Context: an optimization exercise on an open-source flow, tuned for small area and a short achievable clock period. The choices shown serve that exercise and are no tape-out recipe. Only simulation tests tie the RTL to the original design; equivalence was not proved.

==> flow/design.v, too long to show whole: its modules and the start of the top module <==
// module csa_fa: 10 lines
// module csa_ha: 9 lines
// module iq_upconverter: 1132 lines
module iq_upconverter (
  input  logic        clk,
  input  logic        rstn,
  input  logic        en,
  input  logic [11:0] i_data,
  input  logic [11:0] q_data,
  output logic        if_valid,
  output logic [11:0] if_data
);
  // ...
==> flow/flow/run.sh <==
#!/bin/bash
# Layout: the standard ORFS flow (standard.sh), with two changes:
#  - the port buffers are sky130_fd_sc_hd__buf_4 cells instead of the
#    resizer's default choice (a delay cell);
#  - the repair steps may resize a cell to any drive strength, not only to a
#    cell with the same footprint.
# The output of each tool goes to the ORFS logs under orfs/logs; make's own
# output goes to standard.log here.
set -euo pipefail
bash standard.sh MATCH_CELL_FOOTPRINT=0 \
  "BUFFER_PORTS_ARGS=-buffer_cell sky130_fd_sc_hd__buf_4" \
  finish > standard.log 2>&1
==> flow/standard.sh <==
#!/bin/bash
# synth_recipe.tcl (not shown) runs the flow's synth.tcl, then flattens the netlist and writes it again
# the make line also repeats each setting of config.mk as NAME=value (left out here)
make -C /OpenROAD-flow-scripts/flow DESIGN_CONFIG=/design/flow/config.mk WORK_HOME=/design/flow/orfs CLKGATE_MAP_FILE= SYNTH_SCRIPT=/design/flow/synth_recipe.tcl "${@:-finish}"
==> flow/config.mk <==
export PLATFORM = sky130hd
export DESIGN_NAME = iq_upconverter
export DESIGN_NICKNAME = iq_upconverter
export VERILOG_FILES = /design/flow/design.v
export SDC_FILE = /design/flow/constraint.sdc
export NUM_CORES = 4
export LEC_CHECK = 0
export ABC_CLOCK_PERIOD_IN_PS = 2500
export CAP_MARGIN = 20
export CORE_MARGIN = 2
export CORE_UTILIZATION = 40
export CTS_BUF_LIST = sky130_fd_sc_hd__clkbuf_4 sky130_fd_sc_hd__clkbuf_8
export PLACE_DENSITY = 0.75
export SETUP_SLACK_MARGIN = 3.45
export SLEW_MARGIN = 20
export SYNTH_HIERARCHICAL = 1
==> flow/constraint.sdc <==
create_clock -name core_clock -period 6.0 [get_ports {clk}]
set_input_delay 1.2000 -clock core_clock [delete_from_list [all_inputs] [get_ports {clk}]]
set_output_delay 1.2000 -clock core_clock [all_outputs]
set_load 0.01 [all_outputs]
==> impl_summary.log, run 1 <==
[metrics] Yosys cell types: between 60 and 70
[metrics] diode count: 0
[metrics] portion of the layout cell area used by non-clock buffers: 0.0403
[metrics] area share of and/or/nand/nor cells after synthesis: 0.0432
[metrics] number of nets still failing antenna checks after routing: 0
[metrics] data arrival time of the critical path: 2880 ps
[metrics] full die area: just under 30,000 sq um
[metrics] largest cells by area after synthesis: sky130_fd_sc_hd__dfxtp_1 24%, sky130_fd_sc_hd__fa_1 23%, sky130_fd_sc_hd__xnor2_1 13%
[metrics] multiplexer share of the synthesized area: 0.000895
[metrics] synthesized instance count: 985
[metrics] DRC: 0
[metrics] synthesized cell area: between 10,000 and 15,000 sq um
[metrics] clock input transition at the sequential cells of the worst setup and hold paths: approximately 110 ps
[metrics] status: timing/DRC/antenna clean
[metrics] number of enable flip-flop cells after synthesis: 0
[metrics] count of inserted tapcells: approximately 380
[metrics] CTS tree: yes
[metrics] Layout area overhead: 15.5%
[metrics] global-route wire length before repair: approximately 43,000 microns
[metrics] Place WS: between 2000 and 2500 ps
[metrics] worst-margin pin slew: ~930 ps
[metrics] endpoints failing hold: 0
[metrics] crit path launch type: register
[metrics] delay of the slowest cell on the worst path: between 300 and 400 ps
[metrics] most area-hungry cell type in the Yosys netlist: sky130_fd_sc_hd__dfxtp_1
[metrics] clock tree root buffer cell: sky130_fd_sc_hd__clkbuf_8
[metrics] post-synthesis xor/xnor area fraction: 0.146
==> inputs of run 2 (changes only) <==
==> flow/config.mk (replaced) <==
export PLATFORM = sky130hd
export DESIGN_NAME = iq_upconverter
export DESIGN_NICKNAME = iq_upconverter
export VERILOG_FILES = /design/flow/design.v
export SDC_FILE = /design/flow/constraint.sdc
export NUM_CORES = 4
export LEC_CHECK = 0
export CAP_MARGIN = 20
export CORE_MARGIN = 2
export CORE_UTILIZATION = 40
export CTS_BUF_LIST = sky130_fd_sc_hd__clkbuf_4 sky130_fd_sc_hd__clkbuf_8
export SETUP_SLACK_MARGIN = 3.55
export SLEW_MARGIN = 20
export SYNTH_HIERARCHICAL = 1
==> run 2 against run 1 <==
Via count shrank 1.2%. Synthesized area is the same. Clock skew shrank 2.1 ps. Synthesized cell count did not move. Sequential share of layout area down 0.72 points. Critical path depth is 1 higher. Global-route usage is 1.3 points higher. Non-clock buffer count grew 6. Wire length rose by 5.4%. Core utilization grew 1.3 points. Largest cell class unchanged.
==> impl_summary.log, run 2 <==
[metrics] status: timing/DRC/antenna clean
[metrics] number of max-cap violations: 0
[metrics] clk latency of the worst-skew pair: about 480 ps
[metrics] setup slack on the worst flop-to-flop path: about 3500 ps
[metrics] most common cell in the synthesized netlist: sky130_fd_sc_hd__xnor2_1
[metrics] final-report max-slew violation count: 0
[metrics] port buffer count: 39
[metrics] setup repair after global routing missed its margin: yes
[metrics] clock tree root buffer cell: sky130_fd_sc_hd__clkbuf_8
[metrics] GR Layer Usage met3: 0.0456
[metrics] number of enable flip-flop cells after synthesis: 0 (unchanged)
[metrics] slew margin rel.: 0.369
[metrics] antenna violations before repair: 2
[metrics] cell breakdown of the critical path: ha_4, and2_4, fa_2, a211oi_2, nor2_2, a41oi_2, o21ai_2, xor2_4, nand3_4, a21oi_2
[metrics] synthesized cell area: 11,200 sq um (unchanged)
[metrics] number of global-route vias before repair: 7,843
[metrics] vias after detailed routing: between 7,000 and 8,000
[metrics] placeable core area: roughly 28,000 sq um
[metrics] CTS tree: yes
[metrics] wire length after detailed routing: about 29,000 microns
[metrics] most area-hungry cell type in the Yosys netlist: sky130_fd_sc_hd__dfxtp_1
[metrics] share of synthesized flip-flops with an asynchronous set or reset: 0.254
[metrics] number of buffers on the longest clock path: 2
[metrics] crit path launch type: register
[metrics] full die area: 29,300 sq um (unchanged)
[metrics] endpoints failing hold: 0 (unchanged)
[metrics] most flop-heavy register: if_data
[metrics] total global-route track usage: 0.204
[metrics] met2 demand-to-capacity share in global routing: 0.324
[metrics] data required time at the worst endpoint: roughly 6400 ps
[metrics] endpoint of the lowest-slack register-to-register path: if_data[10]
[metrics] largest driver fanout on the critical path: 5
[metrics] highest-delay cell along the critical path: sky130_fd_sc_hd__fa_2
[metrics] Layout area overhead: 18.7%
[metrics] nature of the critical path endpoint: register
[metrics] number of flip-flops under the largest register name: 12
[metrics] synthesized instance count: 985 (unchanged)
[metrics] largest cells by area after synthesis: sky130_fd_sc_hd__dfxtp_1 24%, sky130_fd_sc_hd__fa_1 23%, sky130_fd_sc_hd__xnor2_1 13%
[metrics] most used cells in the layout excluding fill and tap cells: 156 x sky130_fd_sc_hd__xnor2_1, 122 x sky130_fd_sc_hd__dfxtp_1, 98 x sky130_fd_sc_hd__fa_1
[metrics] average footprint of a synthesized cell: about 11 sq um
[metrics] Inserted Clock Buffers: 17
[metrics] largest net degree at the start of global routing: 46
[metrics] average vias per placed instance: between 5 and 6
[metrics] post-synthesis register bit count: 177
[metrics] number of clock sinks: 177
[metrics] top cells by instance count after synthesis: 161 x sky130_fd_sc_hd__xnor2_1, 132 x sky130_fd_sc_hd__a22oi_1, 132 x sky130_fd_sc_hd__dfxtp_1, 126 x sky130_fd_sc_hd__fa_1, 51 x sky130_fd_sc_hd__clkbuf_1
[metrics] Yosys cell types: 64 (unchanged)
[metrics] total iterations of the first detailed-routing run: 5
[metrics] origin of the critical flop-to-flop path: s2_10_1
[metrics] Tightest Hold Check Type: register to register
[metrics] die span in x: around 170 microns
[metrics] floorplan die height: ~170 microns
[metrics] final standard cell utilization of the core: 0.480
[metrics] Row Count: 61
[metrics] H-tree depth reported by CTS: 4
[metrics] delay of the slowest cell on the worst path: 370 ps (about the same)
[metrics] initial core utilization: 0.405
[metrics] net count of the mapped netlist: between 1,000 and 1,500
[metrics] most frequent standard cell in the layout excluding fill and tap cells: sky130_fd_sc_hd__xnor2_1
[metrics] worst setup path startpoint: s2_10_1
[metrics] clock period minus final worst setup slack: between 2000 and 2500 ps
[metrics] ys flop type: sky130_fd_sc_hd__dfxtp_1
[metrics] period utilisation layout: 0.412
[metrics] total congestion overflow: 0
[metrics] most congested layer reported by global routing: met2
[metrics] highest clock frequency the design can meet: ~400 MHz
[metrics] timing endpoint of the critical path: if_data[10]
[metrics] data arrival time of the critical path: 2900 ps (+20 ps)
[metrics] category of the most critical setup path: register to register
[metrics] placed instance count: around 1,300
[metrics] clock input transition at the sequential cells of the worst setup and hold paths: 110 ps (about the same)
[metrics] dpl hpwl: approximately 20,000 microns
[metrics] average wire length per cell after detail routing: around 21 microns
[metrics] Seq/Total Area, Yosys: 0.338
[metrics] Setup TNS: 0 ps
[metrics] Final GP Congestion: approximately 0.84
[metrics] share of the synthesized area in the top cell type: 0.236
[metrics] count of placed standard cells in the final layout, fillers left out: about 1,400
[metrics] setup clock skew after layout: between 20 and 25 ps
[metrics] initial detailed-routing violation count: roughly 510
[metrics] Yosys warnings: 7
[metrics] FF-to-FF path depth: 10
[metrics] global-route wire length before repair: 45,100 microns (+5.2%)
[metrics] worst-margin pin slew: 947 ps (+16.0 ps)
[metrics] M1 GR Usage: 0.282
[metrics] I/O Pins: 40
[metrics] Filler cells: 2,567
[metrics] number of nets in the layout: approximately 1,200
[metrics] DRC: 0 (unchanged)
[metrics] number of buffers inserted for hold repair after clock tree synthesis: 0
[metrics] number of nets still failing antenna checks after routing: 0 (unchanged)
[metrics] layout cell share with drive strength beyond 1: 0.312
[metrics] number of setup violations in the final report: 0
-- run 2: cell type report --
class                      count  area, sq um  area share
clock inverter                14          228      0.0172
clock buffer                  17          234      0.0176
timing repair buffer          72          567      0.0427
tap                          378          473      0.0356
inverter                      25          106     0.00801
multi-input combinational    698         7850       0.591
timing repair inverter         2         10.0    0.000754
sequential                   177         3800       0.287
antenna                        2         5.00    0.000377
-- run 2: Yosys stat by module (local to each module, per instance) --
module | flops+latches | times used
csa_ha | 0 | 23
csa_fa | 0 | 125
iq_upconverter | 177 | 1
-- run 2: per-layer routing --
| metal | wire (microns) | vias up |
|---|---|---|
| li1 | - | 3380 |
| met5 | 0 | - |
| met1 | 13300 | 3915 |
| met4 | 467 | 0 |
| met3 | 1350 | 36 |
| met2 | 13700 | 187 |
-- run 2: worst max-delay path, delay by kind of cell, from the launching register on --
| kind | cells | cell delay (ps) |
|---|---|---|
| AO/OA/AOI/OAI | 4 | 750 |
| adder cells (fa/ha/maj) | 2 | 600 |
| AND/OR/NAND/NOR | 3 | 410 |
| flip-flops | 1 | 340 |
| XOR/XNOR | 1 | 340 |
-- run 2: cells by family after synthesis --
logic type / after synthesis / synth area share
compound gates: 240 / 0.149
xor+xnor: 182 / 0.146
fa+ha+maj: 177 / 0.282
buf+inv: 112 / 0.0412
flops: 177 / 0.338
mux: 1 / 0.000895
simple gates: 96 / 0.0432
-- run 2: stage by stage --
step,worst slack (ps),area (sq um),hold slack [ps]
after detailed placement,2410,12100,315
after floorplan,3310,11900,310
after global placement,2440,12100,312
after global routing,3420,13300,357
after CTS,3500,13100,341
final,3530,13300,337
-- run 2: timing repair --
item,4_1_cts,5_1_grt
gates resized for setup,64,28
gates cloned,3,1
endpoints found under the setup margin,48,38
buffers inserted,22,10
pin swaps,28,25
-- run 2: worst min-delay path by stage --
stage	startpoint	end	slack, ps	cells past startpoint
after floorplan	s1_23_0	s2_23_0	310	0
after global placement	s1_23_0	s2_23_0	310	0
after detailed placement	s1_23_0	s2_23_0	320	0
after CTS	s1_23_0	s2_23_0	340	0
after global routing	s1_23_0	s2_23_0	360	0
final	s1_23_0	s2_23_0	340	0
==> inputs of run 3 (changes only) <==
--- a/flow/config.mk
+++ b/flow/config.mk
@@ -9,6 +9,6 @@
 export CORE_MARGIN = 2
 export CORE_UTILIZATION = 40
 export CTS_BUF_LIST = sky130_fd_sc_hd__clkbuf_4 sky130_fd_sc_hd__clkbuf_8
-export SETUP_SLACK_MARGIN = 3.55
+export SETUP_SLACK_MARGIN = 3.35
 export SLEW_MARGIN = 20
 export SYNTH_HIERARCHICAL = 1
==> run 3 against run 2 <==
Die area unchanged. Wire length down 5.0%. Register-to-register slack worse by 90 ps. Critical path depth down 1. Setup slack worse by 89 ps. First-iteration DRC count down 2.0%. Non-clock buffer count down 15. Synthesized area unchanged. Largest cell class unchanged. Worst hold slack about the same. Flip-flop and latch count unchanged. Synthesized cell count unchanged.
==> impl_summary.log, run 3 <==
[metrics] compound-cell area share of the yosys netlist: 0.149 (unchanged)
[metrics] highest-delay cell along the critical path: sky130_fd_sc_hd__dfxtp_1
[metrics] slew margin rel.: 0.387 (+0.0185)
[metrics] clock period minus final worst setup slack: 2560 ps (+88.6 ps)
[metrics] placeable core area: 27,600 sq um (unchanged)
[metrics] top cells by instance count after synthesis: 161 x sky130_fd_sc_hd__xnor2_1, 132 x sky130_fd_sc_hd__a22oi_1, 132 x sky130_fd_sc_hd__dfxtp_1, 126 x sky130_fd_sc_hd__fa_1, 51 x sky130_fd_sc_hd__clkbuf_1
[metrics] Tightest Hold Check Type: register to register
[metrics] vias after detailed routing: 7,348 (-2.3%)
[metrics] number of max-cap violations: 0 (unchanged)
[metrics] most common cell in the synthesized netlist: sky130_fd_sc_hd__xnor2_1
[metrics] most numerous cell on the critical path: sky130_fd_sc_hd__ha_4
[metrics] cell breakdown of the critical path: ha_4, ha_4, a21oi_4, nor2_1, a2111o_1, a31o_1, a21o_1, and2_4, maj3_1
[metrics] worst-margin pin slew: 919 ps (-27.7 ps)
[metrics] total global-route track usage: 0.196 (-0.00813)
[metrics] category of the most critical setup path: register to register
[metrics] global-route wire length before repair: 43,300 microns (-4.1%)
[metrics] Setup TNS: 0 ps (unchanged)
[metrics] number of enable flip-flop cells after synthesis: 0 (unchanged)
[metrics] crit path launch type: register
[metrics] floorplan die height: 171 microns (unchanged)
[metrics] delay of the slowest cell on the worst path: 420 ps (+50 ps)
[metrics] number of nets still failing antenna checks after routing: 0 (unchanged)
[metrics] net count of the mapped netlist: 1,186 (unchanged)
[metrics] share of synthesized flip-flops with an asynchronous set or reset: 0.254 (unchanged)
[metrics] family with the most delay on the worst path: compound AO/OA/AOI/OAI gates
[metrics] antenna violations before repair: 0 (-2)
[metrics] full die area: 29,300 sq um (unchanged)
[metrics] number of setup violations in the final report: 0 (unchanged)
[metrics] dpl hpwl: 19,700 microns (-1.3%)
[metrics] Min Hold Slack: 337 ps (-0.296 ps)
[metrics] total congestion overflow: 0 (unchanged)
[metrics] number of clock sinks: 177 (unchanged)
[metrics] data arrival time of the critical path: 2940 ps (+40 ps)
[metrics] diode count: 0 (-2)
[metrics] number of buffers inserted for hold repair after clock tree synthesis: 0 (unchanged)
[metrics] Layout area overhead: 13.8%
[metrics] cell area after layout: 12,700 sq um (-4.1%)
[metrics] Yosys cell types: 64 (unchanged)
[metrics] nature of the critical path endpoint: register
[metrics] area share of and/or/nand/nor cells after synthesis: 0.0432 (unchanged)
[metrics] most area-hungry cell type in the Yosys netlist: sky130_fd_sc_hd__dfxtp_1
[metrics] Row Count: 61 (unchanged)
[metrics] final-report max-slew violation count: 0 (unchanged)
[metrics] clk latency of the worst-skew pair: 480 ps (about the same)
[metrics] clock tree root buffer cell: sky130_fd_sc_hd__clkbuf_8
[metrics] number of buffers on the longest clock path: 2 (unchanged)
[metrics] Seq/Total Area, Yosys: 0.338 (unchanged)
[metrics] die span in x: 171 microns (unchanged)
[metrics] initial detailed-routing violation count: 495 (-2.0%)
[metrics] largest cells by area after synthesis: sky130_fd_sc_hd__dfxtp_1 24%, sky130_fd_sc_hd__fa_1 23%, sky130_fd_sc_hd__xnor2_1 13%
[metrics] layout cell share with drive strength beyond 1: 0.222 (-0.0902)
[metrics] ys flop type: sky130_fd_sc_hd__dfxtp_1
[metrics] largest driver fanout on the critical path: 5 (unchanged)
[metrics] origin of the critical flop-to-flop path: s2_20_0
[metrics] Filler cells: 2,628 (+2.4%)
[metrics] highest clock frequency the design can meet: 390 MHz (-3.5%)
[metrics] Final GP Congestion: 0.853 (+1.9%)
[metrics] FF-to-FF path depth: 9 (-1)
[metrics] number of stages on the worst hold path: 0 (unchanged)
[metrics] number of flip-flops under the largest register name: 12 (unchanged)
[metrics] hold endpoint: s2_23_0
[metrics] initial core utilization: 0.405 (unchanged)
[metrics] setup clock skew after layout: 25.4 ps (+3.61 ps)
[metrics] average footprint of a synthesized cell: 11.4 sq um (unchanged)
[metrics] CTS tree: yes
[metrics] setup slack on the worst flop-to-flop path: 3440 ps (-90 ps)
[metrics] largest net degree at the start of global routing: 46 (unchanged)
[metrics] I/O Pins: 40 (unchanged)
[metrics] number of global-route vias before repair: 7,448 (-5.0%)
[metrics] post-synthesis share of cell area spent on full adders, half adders and majority gates: 0.282 (unchanged)
[metrics] endpoint of the lowest-slack register-to-register path: if_data[6]
[metrics] Inserted Clock Buffers: 17 (unchanged)
[metrics] H-tree depth reported by CTS: 4 (unchanged)
[metrics] average wire length per cell after detail routing: 20.0 microns (-3.8%)
[metrics] most frequent standard cell in the layout excluding fill and tap cells: sky130_fd_sc_hd__xnor2_1
[metrics] status: timing/DRC/antenna clean
[metrics] most used cells in the layout excluding fill and tap cells: 160 x sky130_fd_sc_hd__xnor2_1, 127 x sky130_fd_sc_hd__dfxtp_1, 118 x sky130_fd_sc_hd__fa_1
[metrics] number of nets in the layout: 1,178 (-1.3%)
[metrics] total placed instance area: 11,900 sq um (-1.8%)
[metrics] Yosys warnings: 7 (unchanged)
[metrics] port buffer count: 39 (unchanged)
[metrics] post-synthesis register bit count: 177 (unchanged)
[metrics] total iterations of the first detailed-routing run: 5 (unchanged)
[metrics] data required time at the worst endpoint: 6380 ps (-40 ps)
[metrics] setup repair after global routing missed its margin: no
[metrics] DRC: 0 (unchanged)
[metrics] share of the synthesized area in the top cell type: 0.236 (unchanged)
[metrics] post-synthesis xor/xnor area fraction: 0.146 (unchanged)
[metrics] period utilisation layout: 0.427 (+0.0148)
[metrics] clock input transition at the sequential cells of the worst setup and hold paths: 110 ps (about the same)
[metrics] most flop-heavy register: if_data
[metrics] Buffers & Inverters on Critical Path: 0 (unchanged)
[metrics] synthesized cell area: 11,200 sq um (unchanged)
[metrics] worst hold start: s1_23_0
[metrics] synthesized instance count: 985 (unchanged)
[metrics] largest family of logic cells by synthesized area: adder cells
[metrics] endpoints failing hold: 0 (unchanged)
[metrics] multiplexer share of the synthesized area: 0.000895 (unchanged)
[metrics] average vias per placed instance: 5.37 (-1.0%)
[metrics] wire length after detailed routing: 27,300 microns (-5.0%)
-- run 3: cell counts after synthesis --
No cell type changed its count.
-- run 3: how the worst max path moves through the flow --
stage / startpoint / to / slack, ps / depth (start not counted)
6_report: s2_20_0 / if_data[6] / 3440 / 9
5_1_grt: ms[3] / bn0[4] / 3330 / 10
4_1_cts: s2_10_0 / if_data[0] / 3320 / 10
3_5_place_dp: en / bn0[4] / 2300 / 8
3_3_place_gp: en / bn0[4] / 2340 / 8
2_1_floorplan: q_data[3] / s1_8_3 / 3310 / 5
-- run 3: modules after synthesis (local to each module, per instance) --
| module | cells inside | times used | cell area [sq um] | flops+latches |
|---|---|---|---|---|
| csa_fa | 1 | 125 | 20.0 | 0 |
| csa_ha | 1 | 23 | 12.5 | 0 |
| iq_upconverter | 837 | 1 | 8390 | 177 |
-- run 3: final cells by class --
class	instances	area (sq um)	share of cell area
Clock buffer	18	248	0.0195
Clock inverter	14	169	0.0133
Inverter	25	108	0.00845
Multi-Input combinational cell	698	7500	0.589
Sequential cell	177	3790	0.298
Tap cell	378	473	0.0372
Timing Repair Buffer	57	432	0.0339
Timing Repair inverter	1	7.51	0.000590
-- run 3: what timing repair did --
| item | 4_1_cts | 5_1_grt |
|---|---|---|
| resized for setup | 23 | 34 |
| buffers inserted | 10 | 8 |
| cloned | 3 | 0 |
| pin swaps | 7 | 15 |
| setup endpoints to repair | 49 | 25 |
-- run 3: logic make-up (layout without fill, tap and decap cells) --
group | count (synthesis) | after routing
AO/OA/AOI/OAI | 240 | 241
XOR/XNOR | 182 | 182
adder cells (fa/ha/maj) | 177 | 177
flip-flops | 177 | 177
buffers and inverters | 112 | 115
AND/OR/NAND/NOR | 96 | 97
multiplexers | 1 | 1
-- run 3: layer usage --
layer,part of all wire,vias up,track usage
met4,0.014,0,0.0512
met1,0.47,3795,0.282
met2,0.47,184,0.309
met3,0.047,29,0.0306
met5,0,-,0
li1,-,3340,-
-- run 3: stage by stage --
step                setup slack (ps)  std cells  utilization
floorplan                       3310        985            -
CTS                             3320       1360        0.452
detailed placement              2300       1315        0.429
global route                    3330       1368        0.461
finish                          3440       1368        0.461
global placement                2340       1315        0.429
==> inputs of run 4 (changes only) <==
--- a/flow/config.mk
+++ b/flow/config.mk
@@ -8,7 +8,6 @@
 export CAP_MARGIN = 20
 export CORE_MARGIN = 2
 export CORE_UTILIZATION = 40
-export CTS_BUF_LIST = sky130_fd_sc_hd__clkbuf_4 sky130_fd_sc_hd__clkbuf_8
-export SETUP_SLACK_MARGIN = 3.35
+export SETUP_SLACK_MARGIN = 3.45
 export SLEW_MARGIN = 20
 export SYNTH_HIERARCHICAL = 1
==> run 4 against run 3 <==
Fmax is 2.4% higher. Critical endpoint unchanged. Core utilization is 1.5 points higher. Critical path depth stayed put. Setup slack better by 59 ps. Flip-flop and latch count stayed put. First-iteration DRC count is 2.8% lower. Worst hold slack worse by 5.9 ps. Register-to-register slack better by 60 ps.
==> impl_summary.log, run 4 <==
[metrics] status: timing/DRC/antenna clean
[metrics] initial detailed-routing violation count: 481 (-2.8%)
[metrics] final-report max-slew violation count: 0 (unchanged)
[metrics] ys flop type: sky130_fd_sc_hd__dfxtp_1
[metrics] DRC: 0 (unchanged)
[metrics] average footprint of a synthesized cell: 11.4 sq um (unchanged)
[metrics] post-synthesis xor/xnor area fraction: 0.146 (unchanged)
[metrics] data arrival time of the critical path: 2840 ps (-100 ps)
[metrics] area share of and/or/nand/nor cells after synthesis: 0.0432 (unchanged)
[metrics] crit path launch type: register
[metrics] wire length after detailed routing: 28,100 microns (+2.8%)
[metrics] most area-hungry cell type in the Yosys netlist: sky130_fd_sc_hd__dfxtp_1
[metrics] most used cells in the layout excluding fill and tap cells: 159 x sky130_fd_sc_hd__xnor2_1, 126 x sky130_fd_sc_hd__dfxtp_1, 100 x sky130_fd_sc_hd__fa_1
[metrics] slew margin rel.: 0.380 (-0.00729)
[metrics] clk latency of the worst-skew pair: 450 ps (-30 ps)
[metrics] cell breakdown of the critical path: ha_1, ha_4, nand2_1, o21ai_2, a2111o_1, a31o_1, a21o_1, and2_4, maj3_2
[metrics] most common cell in the synthesized netlist: sky130_fd_sc_hd__xnor2_1
[metrics] multiplexer share of the synthesized area: 0.000895 (unchanged)
[metrics] I/O Pins: 40 (unchanged)
[metrics] Final GP Congestion: 0.870 (+2.0%)
[metrics] highest-delay cell along the critical path: sky130_fd_sc_hd__a2111o_1
[metrics] worst-margin pin slew: 930 ps (+10.9 ps)
[metrics] post-synthesis share of cell area spent on full adders, half adders and majority gates: 0.282 (unchanged)
[metrics] average vias per placed instance: 5.39 (+0.39%)
[metrics] share of synthesized flip-flops with an asynchronous set or reset: 0.254 (unchanged)
[metrics] largest family of logic cells by synthesized area: adder cells
[metrics] clock period minus final worst setup slack: 2500 ps (-58.9 ps)
[metrics] delay of the slowest cell on the worst path: 370 ps (-50 ps)
[metrics] placeable core area: 27,600 sq um (unchanged)
[metrics] global-route wire length before repair: 44,900 microns (+3.7%)
[metrics] port buffer count: 39 (unchanged)
[metrics] total global-route track usage: 0.203 (+0.00761)
[metrics] share of the synthesized area in the top cell type: 0.236 (unchanged)
[metrics] top cells by instance count after synthesis: 161 x sky130_fd_sc_hd__xnor2_1, 132 x sky130_fd_sc_hd__a22oi_1, 132 x sky130_fd_sc_hd__dfxtp_1, 126 x sky130_fd_sc_hd__fa_1, 51 x sky130_fd_sc_hd__clkbuf_1
[metrics] die span in x: 171 microns (unchanged)
[metrics] Filler cells: 2,565 (-2.4%)
[metrics] number of nets in the layout: 1,187 (+0.76%)
[metrics] diode count: 0 (unchanged)
[metrics] floorplan die height: 171 microns (unchanged)
[metrics] Tightest Hold Check Type: register to register
[metrics] final standard cell utilization of the core: 0.475 (+0.0147)
[metrics] most frequent standard cell in the layout excluding fill and tap cells: sky130_fd_sc_hd__xnor2_1
[metrics] Yosys cell types: 64 (unchanged)
[metrics] setup clock skew after layout: 21.6 ps (-3.83 ps)
[metrics] initial core utilization: 0.405 (unchanged)
[metrics] clock input transition at the sequential cells of the worst setup and hold paths: 80 ps (-30 ps)
[metrics] layout cell share with drive strength beyond 1: 0.270 (+0.0480)
[metrics] post-synthesis register bit count: 177 (unchanged)
[metrics] Layout area overhead: 17.5%
[metrics] category of the most critical setup path: register to register
[metrics] net count of the mapped netlist: 1,186 (unchanged)
[metrics] vias after detailed routing: 7,425 (+1.0%)
[metrics] data required time at the worst endpoint: 6340 ps (-40 ps)
[metrics] number of clock sinks: 177 (unchanged)
[metrics] largest net degree at the start of global routing: 46 (unchanged)
[metrics] Seq/Total Area, Yosys: 0.338 (unchanged)
[metrics] synthesized cell area: 11,200 sq um (unchanged)
[metrics] number of global-route vias before repair: 7,692 (+3.3%)
[metrics] Row Count: 61 (unchanged)
[metrics] area taken by flip-flops and latches: 3790 sq um (about the same)
[metrics] combined area of the multi-input logic cells: 7680 sq um (+2.4%)
[metrics] Inserted Clock Buffers: 17 (unchanged)
[metrics] highest clock frequency the design can meet: 400 MHz (+2.4%)
[metrics] number of enable flip-flop cells after synthesis: 0 (unchanged)
[metrics] number of flip-flops under the largest register name: 12 (unchanged)
[metrics] setup repair after global routing missed its margin: yes
[metrics] total congestion overflow: 0 (unchanged)
[metrics] average wire length per cell after detail routing: 20.4 microns (+2.1%)
[metrics] number of buffers inserted for hold repair after clock tree synthesis: 0 (unchanged)
[metrics] total iterations of the first detailed-routing run: 5 (unchanged)
[metrics] period utilisation layout: 0.417 (-0.00982)
[metrics] clock tree root buffer cell: sky130_fd_sc_hd__clkbuf_16
[metrics] H-tree depth reported by CTS: 4 (unchanged)
[metrics] family with the most delay on the worst path: compound AO/OA/AOI/OAI gates
[metrics] most flop-heavy register: if_data
[metrics] Yosys warnings: 7 (unchanged)
[metrics] synthesized instance count: 985 (unchanged)
[metrics] largest driver fanout on the critical path: 6 (+1)
[metrics] full die area: 29,300 sq um (unchanged)
[metrics] endpoints failing hold: 0 (unchanged)
[metrics] nature of the critical path endpoint: register
[metrics] largest cells by area after synthesis: sky130_fd_sc_hd__dfxtp_1 24%, sky130_fd_sc_hd__fa_1 23%, sky130_fd_sc_hd__xnor2_1 13%
[metrics] dpl hpwl: 19,800 microns (+0.52%)
[metrics] number of setup violations in the final report: 0 (unchanged)
[metrics] number of nets still failing antenna checks after routing: 0 (unchanged)
[metrics] compound-cell area share of the yosys netlist: 0.149 (unchanged)
[metrics] number of buffers on the longest clock path: 2 (unchanged)
[metrics] Setup TNS: 0 ps (unchanged)
[metrics] Buffers & Inverters on Critical Path: 0 (unchanged)
[metrics] CTS tree: yes
[metrics] number of max-cap violations: 0 (unchanged)
[metrics] antenna violations before repair: 0 (unchanged)
[run 4: cell counts after synthesis]
Identical to the previous run, type by type.
[run 4: logic make-up after synthesis]
logic type / Yosys count
xor gates and xnor gates: 182
buffers and inverters: 112
adders and majority gates: 177
AOI/OAI and AO/OA: 240
muxes: 1
DFF: 177
and+or+nand+nor: 96
[run 4: timing repair]
item | 4_1_cts | 5_1_grt
gates cloned | 3 | 0
buffers inserted | 14 | 13
endpoints found under the setup margin | 49 | 35
pin swaps | 16 | 9
hold endpoints to repair | 0 | 0
gates resized for setup | 40 | 32
[run 4: metrics by stage]
| stage | std cells | area [sq um] | hold slack, ps | setup WS [ps] |
|---|---|---|---|---|
| global placement | 1315 | 12000 | 312 | 2320 |
| global route | 1377 | 13100 | 347 | 3380 |
| floorplan | 985 | 11800 | 310 | 3310 |
| finish | 1377 | 13100 | 331 | 3500 |
| CTS | 1364 | 12900 | 334 | 3450 |
| detailed placement | 1315 | 12000 | 315 | 2310 |
[run 4: per-module statistics from Yosys, one instance, submodules excluded]
module | flip-flops and latches | cells | area, sq um | copies in the design
csa_ha | 0 | 1 | 12.5 | 23
csa_fa | 0 | 1 | 20.0 | 125
iq_upconverter | 177 | 837 | 8390 | 1
[run 4: worst paths after layout]
check / start / endpoint / slack (ps) / depth (start not counted)
max: s2_17_0 / if_data[6] / 3500 / 9
min: s1_23_0 / s2_23_0 / 330 / 0
max reg2reg: s2_17_0 / if_data[6] / 3500 / 9
min reg2reg: s1_23_0 / s2_23_0 / 330 / 0
max in group asynchronous: rstn / q[0] / 4860 / 1
min in group asynchronous: rstn / bt1[4] / 740 / 1
[run 4: area by class of cell]
cell class,instances,share of cell area
Clock buffer,18,0.0327
Clock inverter,14,0.0110
Inverter,25,0.00848
Multi-Input combinational cell,698,0.585
Sequential cell,177,0.289
Tap cell,378,0.0360
Timing Repair Buffer,66,0.0378
Timing Repair inverter,1,0.000381
[run 4: layer usage]
metal / GRT usage / routed length [microns]
met1: 0.286 / 13100
met2: 0.331 / 13500
met3: 0.0297 / 1100
met4: 0.0501 / 372
met5: 0 / 0

[static timing again, ports no longer ideal]
The results above use ideal ports. As a check the final layouts listed here were re-extracted and re-timed, cells and wires unchanged. Step 1, drivers: a clkbuf_16 drives clk and a buf_2 each remaining input, both assumed. Step 2, shift: input delay + t, output delay - t, t = (earliest + latest rising clock arrival at the registers) / 2. This alone moves slack from input paths to output paths. Slacks: no drivers / after step 1 / after step 2; pairs: no drivers / after step 1.
run | t, ns | setup WS [ns] | hold WS [ns] | slew at the worst register clock pin (ns) | cell pins on the clock port's net
run 1 | 0.520 | 3.497 / 3.497 / 2.988 | 0.341 / 0.341 / 0.341 | 0.11 / 0.11 | 1
run 2 | 0.516 | 3.527 / 3.501 / 2.985 | 0.337 / 0.337 / 0.337 | 0.11 / 0.11 | 1
run 3 | 0.510 | 3.439 / 3.439 / 3.024 | 0.337 / 0.337 / 0.337 | 0.11 / 0.11 | 1
run 4 | 0.483 | 3.497 / 3.487 / 3.004 | 0.331 / 0.331 / 0.331 | 0.08 / 0.08 | 1
After both steps setup and hold are still met in every run listed. For run 2, which loses most, drivers alone change the setup slack by -0.026 ns; drivers and shift together by -0.542 ns.
